From an optimization exercise on the open Yosys and OpenROAD flow, aimed at small area, a short achievable clock period and few clock cycles; shortcuts taken in it are not production practice.
Where RTL was checked, it was by simulation tests only, not by an equivalence proof against the original.
The RTL of run 3 was laid out without a check of its function.

File: design.v
package fc_ctrl_pkg;
	typedef enum logic [1:0] {
		PH_IDLE = 2'b00,
		PH_RUN  = 2'b01,
		PH_DONE = 2'b10
	} phase_state_t;
	typedef logic [12-1:0] cnt_t;
	typedef logic [12-1:0] addr_t;
	typedef struct packed {
		addr_t addr;
		logic  ce;      
	} mem_req_t;
endpackage
package fc_data_pkg;
	typedef logic signed [8-1:0] data_t;
	typedef logic signed [32-1:0] acc_t;
	typedef data_t [4-1:0] weight_vec_t;
	typedef acc_t [4-1:0] result_vec_t;
endpackage
`timescale 1ns/1ps
module fc_mac_core (
	input  logic                     clk,
	input  logic                     i_clear,    
	input  logic [3:0]               i_one,      
	input  logic [3:0]               i_two,      
	input  logic [3:0]               i_neg,      
	input  fc_data_pkg::data_t       i_weight,   
	output logic [32-1:0]     o_acc
);
	logic [15:0] acc_lo;
	logic [11:0] acc_hi;
	logic        inc_q;      
	logic        nodec_n_q;  
	logic        mid;        
	logic        mid_q;      
	logic [28:0] pp;       
	logic [28:0] pp_q;
	logic [17:0] lo_sum;
	logic [7:0]  w;
	logic m1, r2, m3, r4, m5, r6, m7, r8, m9, r10, m11, r12, m13, r14, m15, r16, m17, r18, m19, r20, m21, r22, m23, r24, m25, r26, m27, r28, m29, r30, m31, r32, m33, r34, m35, r36, m37, r38, m39, r40, m41, r42, m43, r44, m45, r46, m47, r48, m49, r50, m51, r52, m53, r54, m55, r56, m57, r58, m59, r60, m61, r62, m63, r64, m65, r66, m67, r68, m69, r70, m71, r72, s73, c74, s75, c76, s77, c78, s79, c80, s81, c82, s83, c84, s85, c86, s87, c88, s89, c90, s91, c92, s93, c94, s95, c96, s97, c98, s99, c100, s101, c102, s103, c104, s105, c106, s107, c108, s109, c110, s111, c112, s113, c114, s115, c116, s117, c118, s119, c120, s121, s122, c123, s124, c125, s126, c127, s128, c129, s130, c131, s132, c133, s134, c135, s136, c137, s138, c139, s140, c141, s142, c143, s144, c145, s146, c147, s148, c149, s150, c151, s152, g153, p154, g155, p156, g157, p158, g159, p160, g161, p162, g163, p164, g165, p166, g167, p168, g169, p170, g171, p172, g173, p174, g175, p176, g177, p178, g179, p180, g181, p182, g183, p184, g185, p186, g187, p188, g189, p190, g191, p192, n193, n194, n195, n196, n197, n198, n199, g200, p201, g202, p203, g204, p205, g206, p207, g208, p209, g210, p211, g212, p213, g214, p215, g216, p217, g218, p219, g220, p221, g222, p223, g224, p225, g226, p227, g228, p229, g230, p231, g232, p233, g234, p235, g236, p237, g238, p239, g240, p241, n242, n243, n244, n245, n246, n247, n248, n249;
	assign w = i_weight;
	assign m1 = i_one[0] & w[0];
	assign r2 = m1 ^ i_neg[0];
	assign m3 = (i_one[0] & w[1]) | (i_two[0] & w[0]);
	assign r4 = m3 ^ i_neg[0];
	assign m5 = (i_one[0] & w[2]) | (i_two[0] & w[1]);
	assign r6 = m5 ^ i_neg[0];
	assign m7 = (i_one[0] & w[3]) | (i_two[0] & w[2]);
	assign r8 = m7 ^ i_neg[0];
	assign m9 = (i_one[0] & w[4]) | (i_two[0] & w[3]);
	assign r10 = m9 ^ i_neg[0];
	assign m11 = (i_one[0] & w[5]) | (i_two[0] & w[4]);
	assign r12 = m11 ^ i_neg[0];
	assign m13 = (i_one[0] & w[6]) | (i_two[0] & w[5]);
	assign r14 = m13 ^ i_neg[0];
	assign m15 = (i_one[0] & w[7]) | (i_two[0] & w[6]);
	assign r16 = m15 ^ i_neg[0];
	assign m17 = (i_one[0] & w[7]) | (i_two[0] & w[7]);
	assign r18 = ~(m17 ^ i_neg[0]);
	assign m19 = i_one[1] & w[0];
	assign r20 = m19 ^ i_neg[1];
	assign m21 = (i_one[1] & w[1]) | (i_two[1] & w[0]);
	assign r22 = m21 ^ i_neg[1];
	assign m23 = (i_one[1] & w[2]) | (i_two[1] & w[1]);
	assign r24 = m23 ^ i_neg[1];
	assign m25 = (i_one[1] & w[3]) | (i_two[1] & w[2]);
	assign r26 = m25 ^ i_neg[1];
	assign m27 = (i_one[1] & w[4]) | (i_two[1] & w[3]);
	assign r28 = m27 ^ i_neg[1];
	assign m29 = (i_one[1] & w[5]) | (i_two[1] & w[4]);
	assign r30 = m29 ^ i_neg[1];
	assign m31 = (i_one[1] & w[6]) | (i_two[1] & w[5]);
	assign r32 = m31 ^ i_neg[1];
	assign m33 = (i_one[1] & w[7]) | (i_two[1] & w[6]);
	assign r34 = m33 ^ i_neg[1];
	assign m35 = (i_one[1] & w[7]) | (i_two[1] & w[7]);
	assign r36 = ~(m35 ^ i_neg[1]);
	assign m37 = i_one[2] & w[0];
	assign r38 = m37 ^ i_neg[2];
	assign m39 = (i_one[2] & w[1]) | (i_two[2] & w[0]);
	assign r40 = m39 ^ i_neg[2];
	assign m41 = (i_one[2] & w[2]) | (i_two[2] & w[1]);
	assign r42 = m41 ^ i_neg[2];
	assign m43 = (i_one[2] & w[3]) | (i_two[2] & w[2]);
	assign r44 = m43 ^ i_neg[2];
	assign m45 = (i_one[2] & w[4]) | (i_two[2] & w[3]);
	assign r46 = m45 ^ i_neg[2];
	assign m47 = (i_one[2] & w[5]) | (i_two[2] & w[4]);
	assign r48 = m47 ^ i_neg[2];
	assign m49 = (i_one[2] & w[6]) | (i_two[2] & w[5]);
	assign r50 = m49 ^ i_neg[2];
	assign m51 = (i_one[2] & w[7]) | (i_two[2] & w[6]);
	assign r52 = m51 ^ i_neg[2];
	assign m53 = (i_one[2] & w[7]) | (i_two[2] & w[7]);
	assign r54 = ~(m53 ^ i_neg[2]);
	assign m55 = i_one[3] & w[0];
	assign r56 = m55 ^ i_neg[3];
	assign m57 = (i_one[3] & w[1]) | (i_two[3] & w[0]);
	assign r58 = m57 ^ i_neg[3];
	assign m59 = (i_one[3] & w[2]) | (i_two[3] & w[1]);
	assign r60 = m59 ^ i_neg[3];
	assign m61 = (i_one[3] & w[3]) | (i_two[3] & w[2]);
	assign r62 = m61 ^ i_neg[3];
	assign m63 = (i_one[3] & w[4]) | (i_two[3] & w[3]);
	assign r64 = m63 ^ i_neg[3];
	assign m65 = (i_one[3] & w[5]) | (i_two[3] & w[4]);
	assign r66 = m65 ^ i_neg[3];
	assign m67 = (i_one[3] & w[6]) | (i_two[3] & w[5]);
	assign r68 = m67 ^ i_neg[3];
	assign m69 = (i_one[3] & w[7]) | (i_two[3] & w[6]);
	assign r70 = m69 ^ i_neg[3];
	assign m71 = (i_one[3] & w[7]) | (i_two[3] & w[7]);
	assign r72 = ~(m71 ^ i_neg[3]);
	assign s73 = r14 ^ r28;
	assign c74 = r14 & r28;
	assign s75 = r16 ^ r30;
	assign c76 = r16 & r30;
	assign s77 = r18 ^ r32 ^ r46;
	assign c78 = (r18 & r32) | (r46 & (r18 ^ r32));
	assign s79 = r60 ^ mid_q;
	assign c80 = r60 & mid_q;
	assign s81 = r34 ^ r48 ^ r62;
	assign c82 = (r34 & r48) | (r62 & (r34 ^ r48));
	assign s83 = r10 ^ r24;
	assign c84 = r10 & r24;
	assign s85 = r12 ^ r26;
	assign c86 = r12 & r26;
	assign s87 = s73 ^ r42 ^ r56;
	assign c88 = (s73 & r42) | (r56 & (s73 ^ r42));
	assign s89 = c74 ^ s75 ^ r44;
	assign c90 = (c74 & s75) | (r44 & (c74 ^ s75));
	assign s91 = c76 ^ s77 ^ s79;
	assign c92 = (c76 & s77) | (s79 & (c76 ^ s77));
	assign s93 = c78 ^ c80 ^ s81;
	assign c94 = (c78 & c80) | (s81 & (c78 ^ c80));
	assign s95 = c82 ^ r36 ^ r50;
	assign c96 = (c82 & r36) | (r50 & (c82 ^ r36));
	assign s97 = r52 ^ r66;
	assign c98 = r52 & r66;
	assign s99 = r6 ^ r20;
	assign c100 = r6 & r20;
	assign s101 = r8 ^ r22;
	assign c102 = r8 & r22;
	assign s103 = s83 ^ r38 ^ i_neg[2];
	assign c104 = (s83 & r38) | (i_neg[2] & (s83 ^ r38));
	assign s105 = c84 ^ s85 ^ r40;
	assign c106 = (c84 & s85) | (r40 & (c84 ^ s85));
	assign s107 = c86 ^ s87 ^ i_neg[3];
	assign c108 = (c86 & s87) | (i_neg[3] & (c86 ^ s87));
	assign s109 = c88 ^ s89 ^ r58;
	assign c110 = (c88 & s89) | (r58 & (c88 ^ s89));
	assign s111 = ~(c90 ^ s91);
	assign c112 = c90 | s91;
	assign s113 = ~(c92 ^ s93);
	assign c114 = c92 | s93;
	assign s115 = c94 ^ s95 ^ r64;
	assign c116 = (c94 & s95) | (r64 & (c94 ^ s95));
	assign s117 = ~(c96 ^ s97);
	assign c118 = c96 | s97;
	assign s119 = c98 ^ r54 ^ r68;
	assign c120 = (c98 & r54) | (r68 & (c98 ^ r54));
	assign s121 = ~r70;
	assign pp[0] = r2;
	assign pp[1] = i_neg[0];
	assign pp[2] = r4;
	assign pp[3] = s99;
	assign pp[4] = i_neg[1];
	assign pp[5] = c100;
	assign pp[6] = s101;
	assign pp[7] = c102;
	assign pp[8] = s103;
	assign pp[9] = c104;
	assign pp[10] = s105;
	assign pp[11] = c106;
	assign pp[12] = s107;
	assign pp[13] = c108;
	assign pp[14] = s109;
	assign pp[15] = c110;
	assign pp[16] = s111;
	assign pp[17] = c112;
	assign pp[18] = s113;
	assign pp[19] = c114;
	assign pp[20] = s115;
	assign pp[21] = c116;
	assign pp[22] = s117;
	assign pp[23] = c118;
	assign pp[24] = s119;
	assign pp[25] = c120;
	assign pp[26] = s121;
	assign pp[27] = r70;
	assign pp[28] = r72;
	assign s122 = acc_lo[0] ^ pp_q[0];
	assign c123 = acc_lo[0] & pp_q[0];
	assign s124 = acc_lo[1] ^ pp_q[2];
	assign c125 = acc_lo[1] & pp_q[2];
	assign s126 = acc_lo[2] ^ pp_q[3] ^ pp_q[4];
	assign c127 = (acc_lo[2] & pp_q[3]) | (pp_q[4] & (acc_lo[2] ^ pp_q[3]));
	assign s128 = acc_lo[3] ^ pp_q[5] ^ pp_q[6];
	assign c129 = (acc_lo[3] & pp_q[5]) | (pp_q[6] & (acc_lo[3] ^ pp_q[5]));
	assign s130 = acc_lo[4] ^ pp_q[7] ^ pp_q[8];
	assign c131 = (acc_lo[4] & pp_q[7]) | (pp_q[8] & (acc_lo[4] ^ pp_q[7]));
	assign s132 = acc_lo[5] ^ pp_q[9] ^ pp_q[10];
	assign c133 = (acc_lo[5] & pp_q[9]) | (pp_q[10] & (acc_lo[5] ^ pp_q[9]));
	assign s134 = acc_lo[6] ^ pp_q[11] ^ pp_q[12];
	assign c135 = (acc_lo[6] & pp_q[11]) | (pp_q[12] & (acc_lo[6] ^ pp_q[11]));
	assign s136 = acc_lo[7] ^ pp_q[13] ^ pp_q[14];
	assign c137 = (acc_lo[7] & pp_q[13]) | (pp_q[14] & (acc_lo[7] ^ pp_q[13]));
	assign s138 = acc_lo[8] ^ pp_q[15] ^ pp_q[16];
	assign c139 = (acc_lo[8] & pp_q[15]) | (pp_q[16] & (acc_lo[8] ^ pp_q[15]));
	assign s140 = acc_lo[9] ^ pp_q[17] ^ pp_q[18];
	assign c141 = (acc_lo[9] & pp_q[17]) | (pp_q[18] & (acc_lo[9] ^ pp_q[17]));
	assign s142 = acc_lo[10] ^ pp_q[19] ^ pp_q[20];
	assign c143 = (acc_lo[10] & pp_q[19]) | (pp_q[20] & (acc_lo[10] ^ pp_q[19]));
	assign s144 = acc_lo[11] ^ pp_q[21] ^ pp_q[22];
	assign c145 = (acc_lo[11] & pp_q[21]) | (pp_q[22] & (acc_lo[11] ^ pp_q[21]));
	assign s146 = acc_lo[12] ^ pp_q[23] ^ pp_q[24];
	assign c147 = (acc_lo[12] & pp_q[23]) | (pp_q[24] & (acc_lo[12] ^ pp_q[23]));
	assign s148 = acc_lo[13] ^ pp_q[25] ^ pp_q[26];
	assign c149 = (acc_lo[13] & pp_q[25]) | (pp_q[26] & (acc_lo[13] ^ pp_q[25]));
	assign s150 = acc_lo[14] ^ pp_q[27] ^ pp_q[28];
	assign c151 = (acc_lo[14] & pp_q[27]) | (pp_q[28] & (acc_lo[14] ^ pp_q[27]));
	assign s152 = ~acc_lo[15];
	assign g153 = s122 & pp_q[1];
	assign p154 = s122 ^ pp_q[1];
	assign g155 = c123 & s124;
	assign p156 = c123 ^ s124;
	assign g157 = c125 & s126;
	assign p158 = c125 ^ s126;
	assign g159 = c127 & s128;
	assign p160 = c127 ^ s128;
	assign g161 = c129 & s130;
	assign p162 = c129 ^ s130;
	assign g163 = c131 & s132;
	assign p164 = c131 ^ s132;
	assign g165 = c133 & s134;
	assign p166 = c133 ^ s134;
	assign g167 = c135 & s136;
	assign p168 = c135 ^ s136;
	assign g169 = g155 | (p156 & g153);
	assign p170 = p156 & p154;
	assign g171 = g159 | (p160 & g157);
	assign p172 = p160 & p158;
	assign g173 = g163 | (p164 & g161);
	assign p174 = p164 & p162;
	assign g175 = g167 | (p168 & g165);
	assign p176 = p168 & p166;
	assign g177 = g157 | (p158 & g169);
	assign p178 = p158 & p170;
	assign g179 = g171 | (p172 & g169);
	assign p180 = p172 & p170;
	assign g181 = g165 | (p166 & g173);
	assign p182 = p166 & p174;
	assign g183 = g175 | (p176 & g173);
	assign p184 = p176 & p174;
	assign g185 = g161 | (p162 & g179);
	assign p186 = p162 & p180;
	assign g187 = g173 | (p174 & g179);
	assign p188 = p174 & p180;
	assign g189 = g181 | (p182 & g179);
	assign p190 = p182 & p180;
	assign g191 = g183 | (p184 & g179);
	assign p192 = p184 & p180;
	assign n193 = p156 ^ g153;
	assign n194 = p158 ^ g169;
	assign n195 = p160 ^ g177;
	assign n196 = p162 ^ g179;
	assign n197 = p164 ^ g185;
	assign n198 = p166 ^ g187;
	assign n199 = p168 ^ g189;
	assign g200 = c137 & s138;
	assign p201 = c137 ^ s138;
	assign g202 = c139 & s140;
	assign p203 = c139 ^ s140;
	assign g204 = c141 & s142;
	assign p205 = c141 ^ s142;
	assign g206 = c143 & s144;
	assign p207 = c143 ^ s144;
	assign g208 = c145 & s146;
	assign p209 = c145 ^ s146;
	assign g210 = c147 & s148;
	assign p211 = c147 ^ s148;
	assign g212 = c149 & s150;
	assign p213 = c149 ^ s150;
	assign g214 = c151 & s152;
	assign p215 = c151 ^ s152;
	assign g216 = g202 | (p203 & g200);
	assign p217 = p203 & p201;
	assign g218 = g206 | (p207 & g204);
	assign p219 = p207 & p205;
	assign g220 = g210 | (p211 & g208);
	assign p221 = p211 & p209;
	assign g222 = g214 | (p215 & g212);
	assign p223 = p215 & p213;
	assign g224 = g204 | (p205 & g216);
	assign p225 = p205 & p217;
	assign g226 = g218 | (p219 & g216);
	assign p227 = p219 & p217;
	assign g228 = g212 | (p213 & g220);
	assign p229 = p213 & p221;
	assign g230 = g222 | (p223 & g220);
	assign p231 = p223 & p221;
	assign g232 = g208 | (p209 & g226);
	assign p233 = p209 & p227;
	assign g234 = g220 | (p221 & g226);
	assign p235 = p221 & p227;
	assign g236 = g228 | (p229 & g226);
	assign p237 = p229 & p227;
	assign g238 = g230 | (p231 & g226);
	assign p239 = p231 & p227;
	assign g240 = acc_lo[15] & g238;
	assign p241 = acc_lo[15] & p239;
	assign n242 = p203 ^ g200;
	assign n243 = p205 ^ g216;
	assign n244 = p207 ^ g224;
	assign n245 = p209 ^ g226;
	assign n246 = p211 ^ g232;
	assign n247 = p213 ^ g234;
	assign n248 = p215 ^ g236;
	assign n249 = acc_lo[15] ^ g238;
	assign lo_sum[0] = p154;
	assign lo_sum[1] = n193;
	assign lo_sum[2] = n194;
	assign lo_sum[3] = n195;
	assign lo_sum[4] = n196;
	assign lo_sum[5] = n197;
	assign lo_sum[6] = n198;
	assign lo_sum[7] = n199;
	assign lo_sum[8] = p201;
	assign lo_sum[9] = n242;
	assign lo_sum[10] = n243;
	assign lo_sum[11] = n244;
	assign lo_sum[12] = n245;
	assign lo_sum[13] = n246;
	assign lo_sum[14] = n247;
	assign lo_sum[15] = n248;
	assign lo_sum[16] = n249;
	assign lo_sum[17] = g240;
	assign mid = g191;
	logic hi_inc, hi_dec;
	logic [11:0] hi_flip;
	assign hi_inc = inc_q;
	assign hi_dec = nodec_n_q & ~inc_q;
	assign hi_flip[0] = hi_inc | hi_dec;
	for (genvar i = 1; i < 12; i++) begin : g_hi
		assign hi_flip[i] = hi_flip[i-1] & (acc_hi[i-1] ^ hi_dec);
	end
	always_ff @(posedge clk) begin
		pp_q <= pp;
	end
	always_ff @(posedge clk) begin
		if (i_clear) begin
			acc_lo  <= '0;
			acc_hi  <= '0;
			inc_q     <= 1'b0;
			nodec_n_q <= 1'b0;
			mid_q   <= 1'b0;
		end else begin
			acc_lo  <= lo_sum[15:0];
			inc_q     <= lo_sum[17];
			nodec_n_q <= ~lo_sum[16];
			mid_q   <= mid;
			acc_hi  <= acc_hi ^ hi_flip;
		end
	end
	assign o_acc = {{(32-28){acc_hi[11]}}, acc_hi, acc_lo};   
endmodule
`timescale 1ns/1ps
module fc_layer_top (
	input  logic                     clk,
	input  logic                     reset_n,
	input  logic                     i_run,       
	input  fc_ctrl_pkg::cnt_t        i_num_cnt,   
	input  fc_data_pkg::data_t       i_node,      
	input  fc_data_pkg::weight_vec_t i_weights,   
	output logic                     o_idle,
	output logic                     o_read,
	output logic                     o_write,
	output logic                     o_done,
	output fc_ctrl_pkg::mem_req_t    o_mem_req,
	output fc_data_pkg::result_vec_t o_results
);
	logic              busy_q;      
	logic              busy_o_q;    
	logic              ce_q;        
	logic              write_q;     
	logic              done_q;
	logic              dv_q;        
	logic              clr_q;       
	logic [5:0]        last_q;      
	fc_ctrl_pkg::cnt_t addr_q;      
	logic              start;
	logic              read_last;
	logic [8:0]                node_x;   
	logic [3:0]                         one, two, neg;
	logic [3:0]                         one_q, two_q, neg_q;
	logic [4*8-1:0] weights_q;
	logic [4*32-1:0]  results_flat;
	assign start     = i_run & ~busy_q;
	assign read_last = ce_q & (addr_q == '0);
	always_ff @(posedge clk or negedge reset_n) begin
		if (!reset_n) begin
			busy_q  <= 1'b0;
			busy_o_q <= 1'b0;
			ce_q    <= 1'b0;
			write_q <= 1'b0;
			done_q  <= 1'b0;
			dv_q    <= 1'b0;
			clr_q   <= 1'b0;
			last_q  <= '0;
		end else begin
			busy_q  <= start | (busy_q & ~done_q);
			busy_o_q <= start | (busy_o_q & ~done_q);
			ce_q    <= start | (ce_q & ~read_last);
			write_q <= start | (write_q & ~last_q[5]);
			done_q  <= last_q[5];
			dv_q    <= ce_q;
			clr_q   <= start;
			last_q  <= {last_q[4:0], read_last};
		end
	end
	always_ff @(posedge clk) begin
		if (!busy_q) begin
			addr_q <= i_num_cnt - fc_ctrl_pkg::cnt_t'(1);
		end else begin
			addr_q <= addr_q - fc_ctrl_pkg::cnt_t'(1);
		end
	end
	assign node_x = {dv_q ? i_node : '0, 1'b0};
	for (genvar i = 0; i < 4; i++) begin : g_booth
		assign one[i] = node_x[2*i] ^ node_x[2*i+1];
		assign two[i] = (node_x[2*i+2] & ~node_x[2*i+1] & ~node_x[2*i]) |
		                (~node_x[2*i+2] & node_x[2*i+1] & node_x[2*i]);
		assign neg[i] = node_x[2*i+2] & ~(node_x[2*i+1] & node_x[2*i]);
	end
	always_ff @(posedge clk) begin
		one_q     <= one;
		two_q     <= two;
		neg_q     <= neg;
		weights_q <= i_weights;
	end
	for (genvar g = 0; g < 4; g++) begin : g_lane
		fc_mac_core u_mac_core (
			.clk      (clk),
			.i_clear  (clr_q),
			.i_one    (one_q),
			.i_two    (two_q),
			.i_neg    (neg_q),
			.i_weight (weights_q[g*8 +: 8]),
			.o_acc    (results_flat[g*32 +: 32])
		);
	end
	assign o_mem_req.addr = addr_q;
	assign o_mem_req.ce   = ce_q;
	assign o_results      = results_flat;
	assign o_idle         = ~busy_o_q;
	assign o_read         = ce_q;
	assign o_write        = write_q;
	assign o_done         = done_q;
endmodule
File: flow/run.sh
#!/bin/bash
# Standard layout (standard.sh, unchanged synthesis), with two changes:
# plain buffers on the ports instead of delay buffers, and timing repair
# aiming further below the clock period. The make output goes to make.log in
# the work folder; ORFS keeps each step's own log under orfs/logs/.
set -euo pipefail
cd "$(dirname "$0")/.."
bash standard.sh "BUFFER_PORTS_ARGS=-buffer_cell sky130_fd_sc_hd__buf_2" \
	SETUP_SLACK_MARGIN=5.3 finish > make.log 2>&1
File: standard.sh
#!/bin/bash
# synth_recipe.tcl (not shown) runs the flow's synth.tcl, then flattens the netlist and writes it again
# the make line also repeats each setting of config.mk as NAME=value (left out here)
make -C /OpenROAD-flow-scripts/flow DESIGN_CONFIG=/design/flow/config.mk WORK_HOME=/design/flow/orfs CLKGATE_MAP_FILE= SYNTH_SCRIPT=/design/flow/synth_recipe.tcl "${@:-finish}"
File: config.mk
export PLATFORM = sky130hd
export DESIGN_NAME = fc_layer_top
export DESIGN_NICKNAME = fc_layer_top
export VERILOG_FILES = /design/flow/design.v
export SDC_FILE = /design/flow/constraint.sdc
export NUM_CORES = 4
export LEC_CHECK = 0
export CAP_MARGIN = 10
export CORE_MARGIN = 2
export CORE_UTILIZATION = 55
export CTS_CLUSTER_DIAMETER = 100
export CTS_CLUSTER_SIZE = 30
export PLACE_DENSITY = 0.7
export SETUP_SLACK_MARGIN = 5.0
export SLEW_MARGIN = 10
File: constraint.sdc
create_clock -name core_clock -period 8.0 [get_ports {clk}]
set_input_delay 1.6000 -clock core_clock [delete_from_list [all_inputs] [get_ports {clk}]]
set_output_delay 1.6000 -clock core_clock [all_outputs]
set_load 0.01 [all_outputs]
==> results of run 1 <==
## area by class of cell
cell class                      count  area [sq um]  area share
Clock buffer                       17           393      0.0210
Multi-Input combinational cell   1037          9600       0.514
Timing Repair Buffer              218          1170      0.0628
Inverter                          166           636      0.0340
Tap cell                          390           488      0.0261
Sequential cell                   303          6280       0.336
Clock inverter                      5           106     0.00569
## synth_stat cells, drive strengths merged, types with 10 or more instances
library cell / n
xor2: 57
ha: 116
and2: 18
dfrtp: 13
nand2: 40
nor2: 123
xnor2: 180
nor3: 34
buf: 42
mux2i: 27
nor2b: 31
clkbuf: 68
inv: 165
dfxtp: 290
a22oi: 116
nor4: 15
a21oi: 35
fa: 124
or3: 10
o21ai: 47
## placed cells by master, fill, tap and decap left out, types with 15 or more instances in the layout
cell       netlist  final
dfxtp_4          0     15
a22oi_1        112    112
buf_2           12    199
xnor2_1        180    180
mux2i_1         23     23
nor2_1         123    123
dfxtp_1        290    203
clkbuf_16        0     15
inv_1          164    164
ha_1           116    111
nor2b_1         31     31
xor2_1          57     57
dfxtp_2          0     72
and2_1          18     18
fa_1           124    118
a21oi_1         35     31
o21ai_0         45     43
nor3_1          34     34
nand2_1         40     40
## stage by stage
step	utilization	instances
final	0.625	2136
after floorplan	-	1616
after global placement	0.598	2108
after CTS	0.619	2134
after detailed placement	0.598	2108
after global routing	0.625	2136
## worst register-to-register path, cell delays in order (launching register included)
cell      delay (ns)
dfxtp_2         0.34
fa_1            0.47
ha_2            0.21
fa_2            0.42
a21oi_4         0.19
o21ai_2         0.07
o41ai_2         0.32
o21bai_1        0.13
ha_2            0.32
nor2_1          0.03
## sequential cells by signal, summed over array words and instances, names as in the netlist, 4 cells and up
register	flops
g_lane.u_mac_core.pp_q	110
g_lane.u_mac_core.acc_lo	64
g_lane.u_mac_core.acc_hi	48
weights_q	32
addr_q	12
last_q	6
g_lane.u_mac_core.inc_q	4
g_lane.u_mac_core.mid_q	4
g_lane.u_mac_core.nodec_n_q	4
neg_q	4
one_q	4
two_q	4
## metal layers
layer / global-route usage / part of all wire
met1: 0.295 / 0.46
met2: 0.356 / 0.46
met3: 0.0312 / 0.050
met4: 0.0518 / 0.022
met5: 0 / 0
## worst paths after layout
check                                                 startpoint                                        end  slack (ns)
min reg2reg                                  last_q[1]$_DFF_PN0_                        last_q[2]$_DFF_PN0_        0.37
min                                          last_q[1]$_DFF_PN0_                        last_q[2]$_DFF_PN0_        0.37
max in group asynchronous                                reset_n                            clr_q$_DFF_PN0_        6.82
max                                           busy_o_q$_DFF_PN0_                                     o_idle        5.31
max reg2reg                g_lane[0].u_mac_core.pp_q[15]$_DFF_P_  g_lane[0].u_mac_core.nodec_n_q$_SDFF_PP0_        5.35
min in group asynchronous                                reset_n                           busy_q$_DFF_PN0_        0.93
## kinds of logic (layout without fill, tap and decap cells)
| logic type | after synthesis | in the layout | share of synthesized area |
|---|---|---|---|
| flip-flops | 303 | 303 | 0.365 |
| AND/OR/NAND/NOR | 298 | 298 | 0.0943 |
| buffers and inverters | 276 | 406 | 0.0687 |
| adder cells (fa/ha/maj) | 240 | 240 | 0.234 |
| XOR/XNOR | 237 | 237 | 0.124 |
| AO/OA/AOI/OAI | 231 | 231 | 0.0943 |
| multiplexers | 31 | 31 | 0.0197 |
## repair_timing
item | in CTS | in global routing
pin swaps | 3 | 20
setup endpoints to repair | 82 | 102
setup buffers | 4 | 2
gates resized for setup | 53 | 82
==> summary.txt, run 1 <==
Fmax - 372 MHz
status - complete, no violations
cells on worst reg2reg path - 9
Slowest-stage cell, CP - dfrtp_1
slew margin rel. - 0.364
hold crit path type - reg2reg
Worst Max-Slew Pin Slew - 0.954 ns
Synth cell types - 47
Worst setup EP type - output port
first-pass GRT wire length - 55.4 mm
dominant synthesized flop cell - dfxtp_1
CP delay by family, top - flip-flops
Final Wtd Congestion - 0.816
RSZ-0062 raised after global routing - yes
vias in the first global route - 11.2k
ANT cells - 0
Post-Route Skew - 0.0299 ns
Syn Inst Count - 1616
DRC - 0
max-slew violations - 0
Rows - 63
remaining antenna violation count after routing - 0
FFs w/ async S/R, synth - 0.0429
maximum clock insertion buffer count - 3
number of setup violations in the final report - 0
final hold violations - 0
design area - 18700 sq um
area post-placement - 17900 sq um
layout cells sized above 1 - 0.215
Max Fanout on Critical Path - 2
CORE AREA - 29900 sq um
PortBufs - 199
mapped cell area - 16800 sq um
die extent in x - 179 um
Critical Path Max Stage Delay - 0.38 ns
Die ar. - 31900 sq um
vias per cell - 5.25
crit path buf inv count - 2
CP Data Required Time - 6.40 ns
setup TNS - 0 ns
Nets - 2035
remaining global-route overflow - 0
number of fill cells - 2484
maximum capacitance violations - 0
CTS root buf - clkbuf_16
Placement Setup Slack - 4.50 ns
IO Count - 200
CTS buffer count - 14
critical path cell sequence - inv_1 -> buf_2
share of the synthesized area in the top cell type - 0.346
drt wl/cell - 15.7 um
dominant cells by area after synthesis - dfxtp_1, fa_1, xnor2_1
Die H - 179 um
syn_nets - 1911
initial antenna violation count - 0
area growth from synthesis to layout - 11.2%
synthesized area per cell - 10.4 sq um
hold depth - 0
worst-skew pair later-pin latency - 0.52 ns
Setup WS post-layout - 5.31 ns
dpl hpwl - 23.8 mm
H-Tree Depth - 1
pin count of the biggest net entering global routing - 88
Hold WS - 0.367 ns
critical path arrival - 1.09 ns
initial DRC count - 688
Tcrit/Tclk final - 0.336
CTS tree - built
clk sink count - 303
drt total wl - 33.6 mm
GRT Util Overall - 0.214
#FFs+latches synth - 303
CTS Hold Bufs - 0
routed vias - 11.2k
Worst Setup Start Kind - flop
Post-synth EDFFs - 0
Tmin final - 2.69 ns
Seq/Total Area, Yosys - 0.365
WP depth - 2
starting density of the core - 0.562
1st-pass router iterations - 5
area leader, netlist - dfxtp_1
Synthesis Warnings - 2
clock slew at reported path FFs - 0.11 ns
type of the worst setup path - reg2out
Testbench counts, summed over its fixed seeds: cycles 36,227.
==> run 2, diff against run 1 <==
==> run.sh (new file) <==
#!/bin/bash
# synth_recipe.tcl (not shown) runs the flow's synth.tcl, then flattens the netlist and writes it again
# the make line also repeats each setting of config.mk as NAME=value (left out here)
make -C /OpenROAD-flow-scripts/flow DESIGN_CONFIG=/design/flow/config.mk WORK_HOME=/design/flow/orfs CLKGATE_MAP_FILE= SYNTH_SCRIPT=/design/flow/synth_recipe.tcl finish
--- a/config.mk
+++ b/config.mk
@@ -6,10 +6,9 @@
 export NUM_CORES = 4
 export LEC_CHECK = 0
-export CAP_MARGIN = 10
+export CAP_MARGIN = 20
 export CORE_MARGIN = 2
-export CORE_UTILIZATION = 55
+export CORE_UTILIZATION = 40
 export CTS_CLUSTER_DIAMETER = 100
 export CTS_CLUSTER_SIZE = 30
-export PLACE_DENSITY = 0.7
 export SETUP_SLACK_MARGIN = 5.0
-export SLEW_MARGIN = 10
+export SLEW_MARGIN = 20
removed: flow/run.sh
removed: standard.sh
==> run 2 against run 1 <==
Against the previous run:
- sequential cell count is the same
- sequential share of layout area shrank 1.5 points
- non-clock buffer count down 4
- register-to-register slack got worse by 0.17 ns
- synthesized cell count is the same
- critical path depth shrank 1
- cell area grew 4.3%
- critical path type unchanged
==> summary.txt, run 2 <==
clock slew at reported path FFs - 0.11 ns
Nets - 2032
H-Tree Depth - 1
dominant synthesized flop cell - dfxtp_1
Worst Setup Start Kind - flop
GRT Util Overall - 0.166
CP Data Required Time - 6.40 ns
synthesized area per cell - 10.4 sq um
RR Startpoint - g_lane[3].u_mac_core.acc_lo[8]$_SDFF_PP0_
dominant cells by area after synthesis - dfxtp_1, fa_1, xnor2_1
Seq/Total Area, Yosys - 0.365
clk sink count - 303
R2R setup slack - 5.18 ns
remaining antenna violation count after routing - 0
Hold WS - 0.361 ns
Syn Inst Count - 1616
cell with the most instances after synthesis - dfxtp_1
hold crit path type - reg2reg
CTS buffer count - 15
Top Metal Used - met4
crit path buf inv count - 1
#FFs+latches synth - 303
CTS Hold Bufs - 0
Slowest-stage cell, CP - clkdlybuf4s50_1
slew margin rel. - 0.383
Post-synth EDFFs - 0
Max Fanout on Critical Path - 6
met2 wire length - 16.5 mm
maximum clock insertion buffer count - 3
area growth from synthesis to layout - 16.0%
CORE AREA - 41700 sq um
initial DRC count - 567
cells on worst reg2reg path - 9
status - complete, no violations
Tcrit/Tclk final - 0.386
1st-pass router iterations - 5
CTS root buf - clkbuf_16
die extent in x - 209 um
max-slew violations - 0
PortBufs - 199
max reg flops - 110
final hold violations - 0
Die H - 209 um
pin count of the biggest net entering global routing - 65
WP depth - 1
CP Launch Point - g_lane[3].u_mac_core.acc_hi[0]$_SDFF_PP0_
RSZ-0062 raised after global routing - yes
mapped cell area - 16800 sq um
most frequent cells in the layout - dfxtp_1, xnor2_1, inv_1
Fmax - 324 MHz
number of setup violations in the final report - 0
met3 wire len - 1.55 mm
initial antenna violation count - 1
first-pass GRT wire length - 59.3 mm
Inst Count DP - 2258
Post-Route Skew - 0.0208 ns
Final Wtd Congestion - 0.822
area leader, netlist - dfxtp_1
Final Instance Count excl. Fillers - 2283
critical path arrival - 1.48 ns
CP delay by family, top - buffers and inverters
IO Count - 200
Worst setup EP type - output port
drt wl/cell - 15.6 um
most common cell after layout, fill and taps aside - dfxtp_1
starting density of the core - 0.403
DRC - 0
Tmin final - 3.08 ns
worst min-delay path startpoint - last_q[1]$_DFF_PN0_
Largest regs - g_lane.u_mac_core.pp_q: 110 flops, g_lane.u_mac_core.acc_lo: 64 flops, g_lane.u_mac_core.acc_hi: 48 flops
CTS tree - built
reg2reg end - g_lane[3].u_mac_core.nodec_n_q$_SDFF_PP0_
Worst Max-Slew Pin Slew - 0.924 ns
setup TNS - 0 ns
crit path to - o_results[112]
Critical Path Max Stage Delay - 0.56 ns
remaining global-route overflow - 0
maximum capacitance violations - 0
Synth cell types - 47
dpl hpwl - 25.4 mm
worst-skew pair later-pin latency - 0.53 ns
share of the synthesized area in the top cell type - 0.346
Post-synth top cells - dfxtp_1, xnor2_1, inv_1
FFs w/ async S/R, synth - 0.0429
register bank with the most flops - g_lane.u_mac_core.pp_q
Synthesis Warnings - 2
drt total wl - 35.6 mm
layout cells sized above 1 - 0.0775
Rows - 75
type of the worst setup path - reg2out
routed vias - 11.1k
met1 wire length - 16.9 mm
syn_nets - 1911
critical path cell sequence - clkdlybuf4s50_1
vias in the first global route - 11.5k
Die ar. - 43600 sq um
vias per cell - 4.87
run 2: metal layers:
| layer | vias to the layer above | global-route usage |
|---|---|---|
| li1 | 5491 | - |
| met1 | 5376 | 0.223 |
| met2 | 219 | 0.283 |
| met3 | 32 | 0.0283 |
| met4 | 0 | 0.0323 |
| met5 | - | 0 |
run 2: cell type report:
cell class	instances	area, sq um
antenna	1	2.50
clock buffer	18	407
clock inverter	5	65.1
fill	4066	22200
inverter	166	623
multi-input combinational	1037	9520
sequential	303	6250
tap	539	674
timing repair buffer	214	1930
run 2: worst min-delay path by stage:
stage / depth (start not counted) / endpoint / slack [ns]
final: 0 / last_q[2]$_DFF_PN0_ / 0.36
after global routing: 0 / last_q[1]$_DFF_PN0_ / 0.37
after floorplan: 0 / g_lane[3].u_mac_core.pp_q[1]$_DFF_P_ / 0.33
after CTS: 0 / last_q[2]$_DFF_PN0_ / 0.36
after global placement: 0 / last_q[1]$_DFF_PN0_ / 0.34
after detailed placement: 0 / last_q[5]$_DFF_PN0_ / 0.34
run 2: timing repair:
item,CTS,global route
cloned,0,0
resized for setup,218,7
setup buffers,1,0
pin swaps,0,0
endpoints found under the setup margin,145,11
run 2: cells by family after synthesis:
family                     count (synthesis)  share of synthesized area
muxes                                     31                     0.0197
buffers and inverters                    276                     0.0687
xor gates and xnor gates                 237                      0.124
DFF                                      303                      0.365
adders and majority gates                240                      0.234
and+or+nand+nor                          298                     0.0943
AOI/OAI and AO/OA                        231                     0.0943
run 2: through the flow:
stage	setup slack, ns	area (sq um)	util
5_1_grt	4.87	19500	0.467
6_report	4.92	19500	0.467
3_3_place_gp	4.73	19000	0.457
4_1_cts	4.84	19400	0.467
3_5_place_dp	4.71	19000	0.457
2_1_floorplan	5.30	16800	-
==> run 3, diff against run 2 <==
--- a/design.v
+++ b/design.v
@@ -28,6 +28,6 @@
 	output logic [32-1:0]     o_acc
 );
-	logic [15:0] acc_lo;
-	logic [11:0] acc_hi;
+	logic [14:0] acc_lo;
+	logic [12:0] acc_hi;
 	logic        inc_q;      
 	logic        nodec_n_q;  
@@ -36,7 +36,7 @@
 	logic [28:0] pp;       
 	logic [28:0] pp_q;
-	logic [17:0] lo_sum;
+	logic [16:0] lo_sum;
 	logic [7:0]  w;
-	logic m1, r2, m3, r4, m5, r6, m7, r8, m9, r10, m11, r12, m13, r14, m15, r16, m17, r18, m19, r20, m21, r22, m23, r24, m25, r26, m27, r28, m29, r30, m31, r32, m33, r34, m35, r36, m37, r38, m39, r40, m41, r42, m43, r44, m45, r46, m47, r48, m49, r50, m51, r52, m53, r54, m55, r56, m57, r58, m59, r60, m61, r62, m63, r64, m65, r66, m67, r68, m69, r70, m71, r72, s73, c74, s75, c76, s77, c78, s79, c80, s81, c82, s83, c84, s85, c86, s87, c88, s89, c90, s91, c92, s93, c94, s95, c96, s97, c98, s99, c100, s101, c102, s103, c104, s105, c106, s107, c108, s109, c110, s111, c112, s113, c114, s115, c116, s117, c118, s119, c120, s121, s122, c123, s124, c125, s126, c127, s128, c129, s130, c131, s132, c133, s134, c135, s136, c137, s138, c139, s140, c141, s142, c143, s144, c145, s146, c147, s148, c149, s150, c151, s152, g153, p154, g155, p156, g157, p158, g159, p160, g161, p162, g163, p164, g165, p166, g167, p168, g169, p170, g171, p172, g173, p174, g175, p176, g177, p178, g179, p180, g181, p182, g183, p184, g185, p186, g187, p188, g189, p190, g191, p192, n193, n194, n195, n196, n197, n198, n199, g200, p201, g202, p203, g204, p205, g206, p207, g208, p209, g210, p211, g212, p213, g214, p215, g216, p217, g218, p219, g220, p221, g222, p223, g224, p225, g226, p227, g228, p229, g230, p231, g232, p233, g234, p235, g236, p237, g238, p239, g240, p241, n242, n243, n244, n245, n246, n247, n248, n249;
+	logic m1, r2, m3, r4, m5, r6, m7, r8, m9, r10, m11, r12, m13, r14, m15, r16, m17, r18, m19, r20, m21, r22, m23, r24, m25, r26, m27, r28, m29, r30, m31, r32, m33, r34, m35, r36, m37, r38, m39, r40, m41, r42, m43, r44, m45, r46, m47, r48, m49, r50, m51, r52, m53, r54, m55, r56, m57, r58, m59, r60, m61, r62, m63, r64, m65, r66, m67, r68, m69, r70, m71, r72, s73, c74, s75, c76, s77, c78, s79, c80, s81, c82, s83, c84, s85, c86, s87, c88, s89, c90, s91, c92, s93, c94, s95, c96, s97, c98, s99, c100, s101, c102, s103, c104, s105, c106, s107, c108, s109, c110, s111, c112, s113, c114, s115, c116, s117, c118, s119, c120, s121, s122, c123, s124, c125, s126, c127, s128, c129, s130, c131, s132, c133, s134, c135, s136, c137, s138, c139, s140, c141, s142, c143, s144, c145, s146, c147, s148, c149, s150, c151, g152, p153, g154, p155, g156, p157, g158, p159, g160, p161, g162, p163, g164, p165, g166, p167, g168, p169, g170, p171, g172, p173, g174, p175, g176, p177, g178, p179, g180, p181, g182, p183, g184, p185, g186, p187, g188, p189, g190, p191, n192, n193, n194, n195, n196, n197, n198, g199, p200, g201, p202, g203, p204, g205, p206, g207, p208, g209, p210, g211, p212, g213, p214, g215, p216, g217, p218, g219, p220, g221, p222, g223, p224, g225, p226, g227, p228, g229, p230, g231, p232, g233, p234, g235, p236, n237, n238, n239, n240, n241, n242, n243;
 	assign w = i_weight;
 	assign m1 = i_one[0] & w[0];
@@ -220,127 +220,120 @@
 	assign s150 = acc_lo[14] ^ pp_q[27] ^ pp_q[28];
 	assign c151 = (acc_lo[14] & pp_q[27]) | (pp_q[28] & (acc_lo[14] ^ pp_q[27]));
-	assign s152 = ~acc_lo[15];
-	assign g153 = s122 & pp_q[1];
-	assign p154 = s122 ^ pp_q[1];
-	assign g155 = c123 & s124;
-	assign p156 = c123 ^ s124;
-	assign g157 = c125 & s126;
-	assign p158 = c125 ^ s126;
-	assign g159 = c127 & s128;
-	assign p160 = c127 ^ s128;
-	assign g161 = c129 & s130;
-	assign p162 = c129 ^ s130;
-	assign g163 = c131 & s132;
-	assign p164 = c131 ^ s132;
-	assign g165 = c133 & s134;
-	assign p166 = c133 ^ s134;
-	assign g167 = c135 & s136;
-	assign p168 = c135 ^ s136;
-	assign g169 = g155 | (p156 & g153);
-	assign p170 = p156 & p154;
-	assign g171 = g159 | (p160 & g157);
-	assign p172 = p160 & p158;
-	assign g173 = g163 | (p164 & g161);
-	assign p174 = p164 & p162;
-	assign g175 = g167 | (p168 & g165);
-	assign p176 = p168 & p166;
-	assign g177 = g157 | (p158 & g169);
-	assign p178 = p158 & p170;
-	assign g179 = g171 | (p172 & g169);
-	assign p180 = p172 & p170;
-	assign g181 = g165 | (p166 & g173);
-	assign p182 = p166 & p174;
-	assign g183 = g175 | (p176 & g173);
-	assign p184 = p176 & p174;
-	assign g185 = g161 | (p162 & g179);
-	assign p186 = p162 & p180;
-	assign g187 = g173 | (p174 & g179);
-	assign p188 = p174 & p180;
-	assign g189 = g181 | (p182 & g179);
-	assign p190 = p182 & p180;
-	assign g191 = g183 | (p184 & g179);
-	assign p192 = p184 & p180;
-	assign n193 = p156 ^ g153;
-	assign n194 = p158 ^ g169;
-	assign n195 = p160 ^ g177;
-	assign n196 = p162 ^ g179;
-	assign n197 = p164 ^ g185;
-	assign n198 = p166 ^ g187;
-	assign n199 = p168 ^ g189;
-	assign g200 = c137 & s138;
-	assign p201 = c137 ^ s138;
-	assign g202 = c139 & s140;
-	assign p203 = c139 ^ s140;
-	assign g204 = c141 & s142;
-	assign p205 = c141 ^ s142;
-	assign g206 = c143 & s144;
-	assign p207 = c143 ^ s144;
-	assign g208 = c145 & s146;
-	assign p209 = c145 ^ s146;
-	assign g210 = c147 & s148;
-	assign p211 = c147 ^ s148;
-	assign g212 = c149 & s150;
-	assign p213 = c149 ^ s150;
-	assign g214 = c151 & s152;
-	assign p215 = c151 ^ s152;
-	assign g216 = g202 | (p203 & g200);
-	assign p217 = p203 & p201;
-	assign g218 = g206 | (p207 & g204);
-	assign p219 = p207 & p205;
-	assign g220 = g210 | (p211 & g208);
-	assign p221 = p211 & p209;
-	assign g222 = g214 | (p215 & g212);
-	assign p223 = p215 & p213;
-	assign g224 = g204 | (p205 & g216);
-	assign p225 = p205 & p217;
-	assign g226 = g218 | (p219 & g216);
-	assign p227 = p219 & p217;
-	assign g228 = g212 | (p213 & g220);
-	assign p229 = p213 & p221;
-	assign g230 = g222 | (p223 & g220);
-	assign p231 = p223 & p221;
-	assign g232 = g208 | (p209 & g226);
-	assign p233 = p209 & p227;
-	assign g234 = g220 | (p221 & g226);
-	assign p235 = p221 & p227;
-	assign g236 = g228 | (p229 & g226);
-	assign p237 = p229 & p227;
-	assign g238 = g230 | (p231 & g226);
-	assign p239 = p231 & p227;
-	assign g240 = acc_lo[15] & g238;
-	assign p241 = acc_lo[15] & p239;
-	assign n242 = p203 ^ g200;
-	assign n243 = p205 ^ g216;
-	assign n244 = p207 ^ g224;
-	assign n245 = p209 ^ g226;
-	assign n246 = p211 ^ g232;
-	assign n247 = p213 ^ g234;
-	assign n248 = p215 ^ g236;
-	assign n249 = acc_lo[15] ^ g238;
-	assign lo_sum[0] = p154;
-	assign lo_sum[1] = n193;
-	assign lo_sum[2] = n194;
-	assign lo_sum[3] = n195;
-	assign lo_sum[4] = n196;
-	assign lo_sum[5] = n197;
-	assign lo_sum[6] = n198;
-	assign lo_sum[7] = n199;
-	assign lo_sum[8] = p201;
-	assign lo_sum[9] = n242;
-	assign lo_sum[10] = n243;
-	assign lo_sum[11] = n244;
-	assign lo_sum[12] = n245;
-	assign lo_sum[13] = n246;
-	assign lo_sum[14] = n247;
-	assign lo_sum[15] = n248;
-	assign lo_sum[16] = n249;
-	assign lo_sum[17] = g240;
-	assign mid = g191;
+	assign g152 = s122 & pp_q[1];
+	assign p153 = s122 ^ pp_q[1];
+	assign g154 = c123 & s124;
+	assign p155 = c123 ^ s124;
+	assign g156 = c125 & s126;
+	assign p157 = c125 ^ s126;
+	assign g158 = c127 & s128;
+	assign p159 = c127 ^ s128;
+	assign g160 = c129 & s130;
+	assign p161 = c129 ^ s130;
+	assign g162 = c131 & s132;
+	assign p163 = c131 ^ s132;
+	assign g164 = c133 & s134;
+	assign p165 = c133 ^ s134;
+	assign g166 = c135 & s136;
+	assign p167 = c135 ^ s136;
+	assign g168 = g154 | (p155 & g152);
+	assign p169 = p155 & p153;
+	assign g170 = g158 | (p159 & g156);
+	assign p171 = p159 & p157;
+	assign g172 = g162 | (p163 & g160);
+	assign p173 = p163 & p161;
+	assign g174 = g166 | (p167 & g164);
+	assign p175 = p167 & p165;
+	assign g176 = g156 | (p157 & g168);
+	assign p177 = p157 & p169;
+	assign g178 = g170 | (p171 & g168);
+	assign p179 = p171 & p169;
+	assign g180 = g164 | (p165 & g172);
+	assign p181 = p165 & p173;
+	assign g182 = g174 | (p175 & g172);
+	assign p183 = p175 & p173;
+	assign g184 = g160 | (p161 & g178);
+	assign p185 = p161 & p179;
+	assign g186 = g172 | (p173 & g178);
+	assign p187 = p173 & p179;
+	assign g188 = g180 | (p181 & g178);
+	assign p189 = p181 & p179;
+	assign g190 = g182 | (p183 & g178);
+	assign p191 = p183 & p179;
+	assign n192 = p155 ^ g152;
+	assign n193 = p157 ^ g168;
+	assign n194 = p159 ^ g176;
+	assign n195 = p161 ^ g178;
+	assign n196 = p163 ^ g184;
+	assign n197 = p165 ^ g186;
+	assign n198 = p167 ^ g188;
+	assign g199 = c137 & s138;
+	assign p200 = c137 ^ s138;
+	assign g201 = c139 & s140;
+	assign p202 = c139 ^ s140;
+	assign g203 = c141 & s142;
+	assign p204 = c141 ^ s142;
+	assign g205 = c143 & s144;
+	assign p206 = c143 ^ s144;
+	assign g207 = c145 & s146;
+	assign p208 = c145 ^ s146;
+	assign g209 = c147 & s148;
+	assign p210 = c147 ^ s148;
+	assign g211 = c149 & s150;
+	assign p212 = c149 ^ s150;
+	assign g213 = g201 | (p202 & g199);
+	assign p214 = p202 & p200;
+	assign g215 = g205 | (p206 & g203);
+	assign p216 = p206 & p204;
+	assign g217 = g209 | (p210 & g207);
+	assign p218 = p210 & p208;
+	assign g219 = c151 & g211;
+	assign p220 = c151 & p212;
+	assign g221 = g203 | (p204 & g213);
+	assign p222 = p204 & p214;
+	assign g223 = g215 | (p216 & g213);
+	assign p224 = p216 & p214;
+	assign g225 = g211 | (p212 & g217);
+	assign p226 = p212 & p218;
+	assign g227 = g219 | (p220 & g217);
+	assign p228 = p220 & p218;
+	assign g229 = g207 | (p208 & g223);
+	assign p230 = p208 & p224;
+	assign g231 = g217 | (p218 & g223);
+	assign p232 = p218 & p224;
+	assign g233 = g225 | (p226 & g223);
+	assign p234 = p226 & p224;
+	assign g235 = g227 | (p228 & g223);
+	assign p236 = p228 & p224;
+	assign n237 = p202 ^ g199;
+	assign n238 = p204 ^ g213;
+	assign n239 = p206 ^ g221;
+	assign n240 = p208 ^ g223;
+	assign n241 = p210 ^ g229;
+	assign n242 = p212 ^ g231;
+	assign n243 = c151 ^ g233;
+	assign lo_sum[0] = p153;
+	assign lo_sum[1] = n192;
+	assign lo_sum[2] = n193;
+	assign lo_sum[3] = n194;
+	assign lo_sum[4] = n195;
+	assign lo_sum[5] = n196;
+	assign lo_sum[6] = n197;
+	assign lo_sum[7] = n198;
+	assign lo_sum[8] = p200;
+	assign lo_sum[9] = n237;
+	assign lo_sum[10] = n238;
+	assign lo_sum[11] = n239;
+	assign lo_sum[12] = n240;
+	assign lo_sum[13] = n241;
+	assign lo_sum[14] = n242;
+	assign lo_sum[15] = n243;
+	assign lo_sum[16] = g235;
+	assign mid = g190;
 	logic hi_inc, hi_dec;
-	logic [11:0] hi_flip;
+	logic [12:0] hi_flip;
 	assign hi_inc = inc_q;
 	assign hi_dec = nodec_n_q & ~inc_q;
 	assign hi_flip[0] = hi_inc | hi_dec;
-	for (genvar i = 1; i < 12; i++) begin : g_hi
+	for (genvar i = 1; i < 13; i++) begin : g_hi
 		assign hi_flip[i] = hi_flip[i-1] & (acc_hi[i-1] ^ hi_dec);
 	end
@@ -356,12 +349,12 @@
 			mid_q   <= 1'b0;
 		end else begin
-			acc_lo  <= lo_sum[15:0];
-			inc_q     <= lo_sum[17];
-			nodec_n_q <= ~lo_sum[16];
+			acc_lo  <= lo_sum[14:0];
+			inc_q     <= lo_sum[16];
+			nodec_n_q <= ~lo_sum[15];
 			mid_q   <= mid;
 			acc_hi  <= acc_hi ^ hi_flip;
 		end
 	end
-	assign o_acc = {{(32-28){acc_hi[11]}}, acc_hi, acc_lo};   
+	assign o_acc = {{(32-28){acc_hi[12]}}, acc_hi, acc_lo};   
 endmodule
 `timescale 1ns/1ps
==> flow/run.sh (new file) <==
#!/bin/bash
# Standard layout (standard.sh, unchanged synthesis), with two changes:
# plain buffers on the ports instead of delay buffers, and timing repair
# aiming further below the clock period. The make output goes to make.log in
# the work folder; ORFS keeps each step's own log under orfs/logs/.
set -euo pipefail
cd "$(dirname "$0")/.."
bash standard.sh "BUFFER_PORTS_ARGS=-buffer_cell sky130_fd_sc_hd__buf_2" \
	SETUP_SLACK_MARGIN=5.3 finish > make.log 2>&1
==> standard.sh (new file) <==
#!/bin/bash
# synth_recipe.tcl (not shown) runs the flow's synth.tcl, then flattens the netlist and writes it again
# the make line also repeats each setting of config.mk as NAME=value (left out here)
make -C /OpenROAD-flow-scripts/flow DESIGN_CONFIG=/design/flow/config.mk WORK_HOME=/design/flow/orfs CLKGATE_MAP_FILE= SYNTH_SCRIPT=/design/flow/synth_recipe.tcl "${@:-finish}"
--- a/config.mk
+++ b/config.mk
@@ -8,7 +8,8 @@
 export CAP_MARGIN = 20
 export CORE_MARGIN = 2
-export CORE_UTILIZATION = 40
+export CORE_UTILIZATION = 55
 export CTS_CLUSTER_DIAMETER = 100
 export CTS_CLUSTER_SIZE = 30
+export PLACE_DENSITY = 0.7
 export SETUP_SLACK_MARGIN = 5.0
 export SLEW_MARGIN = 20
removed: run.sh
==> run 3 against run 2 <==
Against the previous run:
- core utilization increased by 15 points
- register-to-register slack improved by 0.23 ns
- clock skew about the same
- largest cell class unchanged
- cell count decreased by 7.8%
- die area is 27% lower
- count of clock-buffer cells in the layout shrank 1
- maximum frequency rose by 15%
- global-route usage is 4.5 points higher
- cell area decreased by 5.3%
- synthesized cell count down 1.6%
==> summary.txt, run 3 <==
max-slew violations - 0
critical path arrival - 1.08 ns
CTS Hold Bufs - 0
maximum capacitance violations - 0
Worst Max-Slew Pin Slew - 0.887 ns
cells on worst reg2reg path - 8
Final Instance Count excl. Fillers - 2104
first-pass GRT wire length - 54.4 mm
#FFs+latches synth - 303
CTS buffer count - 14
clock slew at reported path FFs - 0.11 ns
register bank with the most flops - g_lane.u_mac_core.pp_q
number of fill cells - 2483
number of setup violations in the final report - 0
Tmin final - 2.68 ns
routed vias - 11.3k
1st-pass router iterations - 5
CP Data Required Time - 6.40 ns
Post-synth top cells - dfxtp_1, xnor2_1, inv_1
met1 GRT Util - 0.299
remaining antenna violation count after routing - 0
critical path cell sequence - buf_2
synthesized area per cell - 10.5 sq um
die extent in x - 178 um
mapped cell area - 16700 sq um
dominant cells by area after synthesis - dfxtp_1, fa_1, xnor2_1
layout cells sized above 1 - 0.211
GR Util met3 - 0.0271
Final Wtd Congestion - 0.820
crit path buf inv count - 1
vias in the first global route - 10.9k
max reg flops - 110
CTS tree - built
pin count of the biggest net entering global routing - 73
R2R setup slack - 5.41 ns
Multi-input gate area - 9560 sq um
area leader, netlist - dfxtp_1
type of the worst setup path - reg2out
RSZ-0062 raised after global routing - yes
Die ar. - 31800 sq um
FFs w/ async S/R, synth - 0.0429
worst-skew pair later-pin latency - 0.50 ns
Largest regs - g_lane.u_mac_core.pp_q: 110 flops, g_lane.u_mac_core.acc_lo: 60 flops, g_lane.u_mac_core.acc_hi: 52 flops
dpl hpwl - 24.1 mm
Critical Path Max Stage Delay - 0.43 ns
drt wl/cell - 15.9 um
Slowest-stage cell, CP - dfrtp_1
Tcrit/Tclk final - 0.336
share of the synthesized area in the top cell type - 0.347
Inst Count DP - 2078
CP delay by family, top - flip-flops
Nets - 1996
remaining global-route overflow - 0
PortBufs - 199
syn_nets - 1877
hold crit path type - reg2reg
status - complete, no violations
setup TNS - 0 ns
Worst setup EP type - output port
dominant synthesized flop cell - dfxtp_1
IO Count - 200
slew margin rel. - 0.409
clk sink count - 303
most common cell after layout, fill and taps aside - dfxtp_1
Post-Route Skew - 0.0206 ns
GRT met2 Usage - 0.351
DRC - 0
area post-placement - 17800 sq um
initial antenna violation count - 0
cell with the most instances after synthesis - dfxtp_1
register area - 6280 sq um
Die H - 178 um
initial DRC count - 656
Setup WS post-layout - 5.32 ns
grt peak-use layer - met2
CP Launch Point - ce_q$_DFF_PN0_
starting density of the core - 0.561
drt total wl - 33.5 mm
maximum clock insertion buffer count - 3
most frequent cells in the layout - dfxtp_1, xnor2_1, buf_2
WP depth - 1
Syn Inst Count - 1590
area growth from synthesis to layout - 10.3%
Synth cell types - 46
final hold violations - 0
Worst Setup Start Kind - flop
reg2reg end - g_lane[3].u_mac_core.pp_q[20]$_DFF_P_
crit path to - o_mem_req[0]
design area - 18400 sq um
Seq/Total Area, Yosys - 0.367
CTS root buf - clkbuf_16
CORE AREA - 29800 sq um
H-Tree Depth - 1
Rows - 63
Max Fanout on Critical Path - 5
RR Startpoint - neg_q[3]$_DFF_P_
Synthesis Warnings - 2
Placement Setup Slack - 4.78 ns
GRT Util Overall - 0.211
Fmax - 372 MHz
vias per cell - 5.36
ANT cells - 0
Post-synth EDFFs - 0
[run 3: cell types whose count changed after synthesis, moves of 5 or more]
cell | previous run | this run
ha_1 | 116 | 108
nand3_1 | 0 | 6
nor2_1 | 123 | 108
buf_1 | 8 | 14
xor2_1 | 57 | 44
a21oi_1 | 35 | 26
a21o_1 | 0 | 9
o21ai_0 | 45 | 58
inv_1 | 164 | 125
nand2b_1 | 4 | 13
mux2i_1 | 23 | 17
or3_1 | 10 | 18
nand2_1 | 40 | 35
xnor2_1 | 180 | 198
[run 3: final cells by class]
class,instances,share of cell area
timing repair buffer,218,0.0656
inverter,126,0.0259
tap,390,0.0265
sequential,303,0.341
clock inverter,4,0.00170
multi-input combinational,1046,0.519
clock buffer,17,0.0208
[run 3: how the worst min path moves through the flow]
stage / from / endpoint / cells after the start
floorplan: neg_q[0]$_DFF_P_ / g_lane[3].u_mac_core.pp_q[1]$_DFF_P_ / 0
global placement: last_q[0]$_DFF_PN0_ / last_q[1]$_DFF_PN0_ / 0
detailed placement: last_q[0]$_DFF_PN0_ / last_q[1]$_DFF_PN0_ / 0
CTS: last_q[4]$_DFF_PN0_ / last_q[5]$_DFF_PN0_ / 0
global route: last_q[0]$_DFF_PN0_ / last_q[1]$_DFF_PN0_ / 0
finish: last_q[4]$_DFF_PN0_ / last_q[5]$_DFF_PN0_ / 0
[run 3: kinds of logic (layout without fill, tap and decap cells)]
logic type / Yosys count / after routing / share of synthesized area
multiplexers: 25 / 25 / 0.0162
AND/OR/NAND/NOR: 303 / 303 / 0.0989
XOR/XNOR: 242 / 242 / 0.127
adder cells (fa/ha/maj): 232 / 232 / 0.229
buffers and inverters: 241 / 365 / 0.0627
flip-flops: 303 / 303 / 0.367
AO/OA/AOI/OAI: 244 / 244 / 0.0995
[run 3: through the flow]
| stage | hold WS (ns) | util |
|---|---|---|
| final | 0.359 | 0.619 |
| after global placement | 0.335 | 0.596 |
| after detailed placement | 0.336 | 0.596 |
| after floorplan | 0.326 | - |
| after global routing | 0.366 | 0.619 |
| after CTS | 0.360 | 0.613 |
[run 3: per-layer routing]
metal  vias up  share of wire
met1      5473           0.47
met2       308           0.46
met3        38          0.058
met5         -              0
met4         0          0.012
li1       5463              -
[run 3: what timing repair did]
action | 4_1_cts | 5_1_grt
gates resized for setup | 55 | 64
cloned | 0 | 1
buffers inserted | 0 | 4
endpoints found under the setup margin | 74 | 81

[static timing again, ports no longer ideal]
The flow's constraints put no driver on any port. The routed layouts listed below were extracted and timed again, unchanged, in two steps.
Step 1, drivers: a clkbuf_16 drives clk and a buf_2 each remaining input, both assumed.
Step 2 also shifts input and output timing later by t, the mid clock arrival at the registers, as if the neighbouring blocks saw the same clock.
Slacks: no drivers / after step 1 / after step 2; pairs: no drivers / after step 1.
| run | t (ns) | slack for setup (ns) | worst setup path at the end | latest minus earliest clock arrival (ns) | pins driven straight from the clock port |
|---|---|---|---|---|---|
| run 1 | 0.551 | 5.313 / 5.266 / 4.946 | input to register | 0.034 / 0.033 | 1 |
| run 2 | 0.569 | 4.916 / 4.865 / 4.720 | input to register | 0.025 / 0.026 | 1 |
| run 3 | 0.540 | 5.315 / 5.266 / 5.027 | input to register | 0.021 / 0.021 | 1 |
After both steps setup and hold are still met in every run listed. For run 1, which loses most, drivers alone change the setup slack by -0.047 ns; drivers and shift together by -0.367 ns.
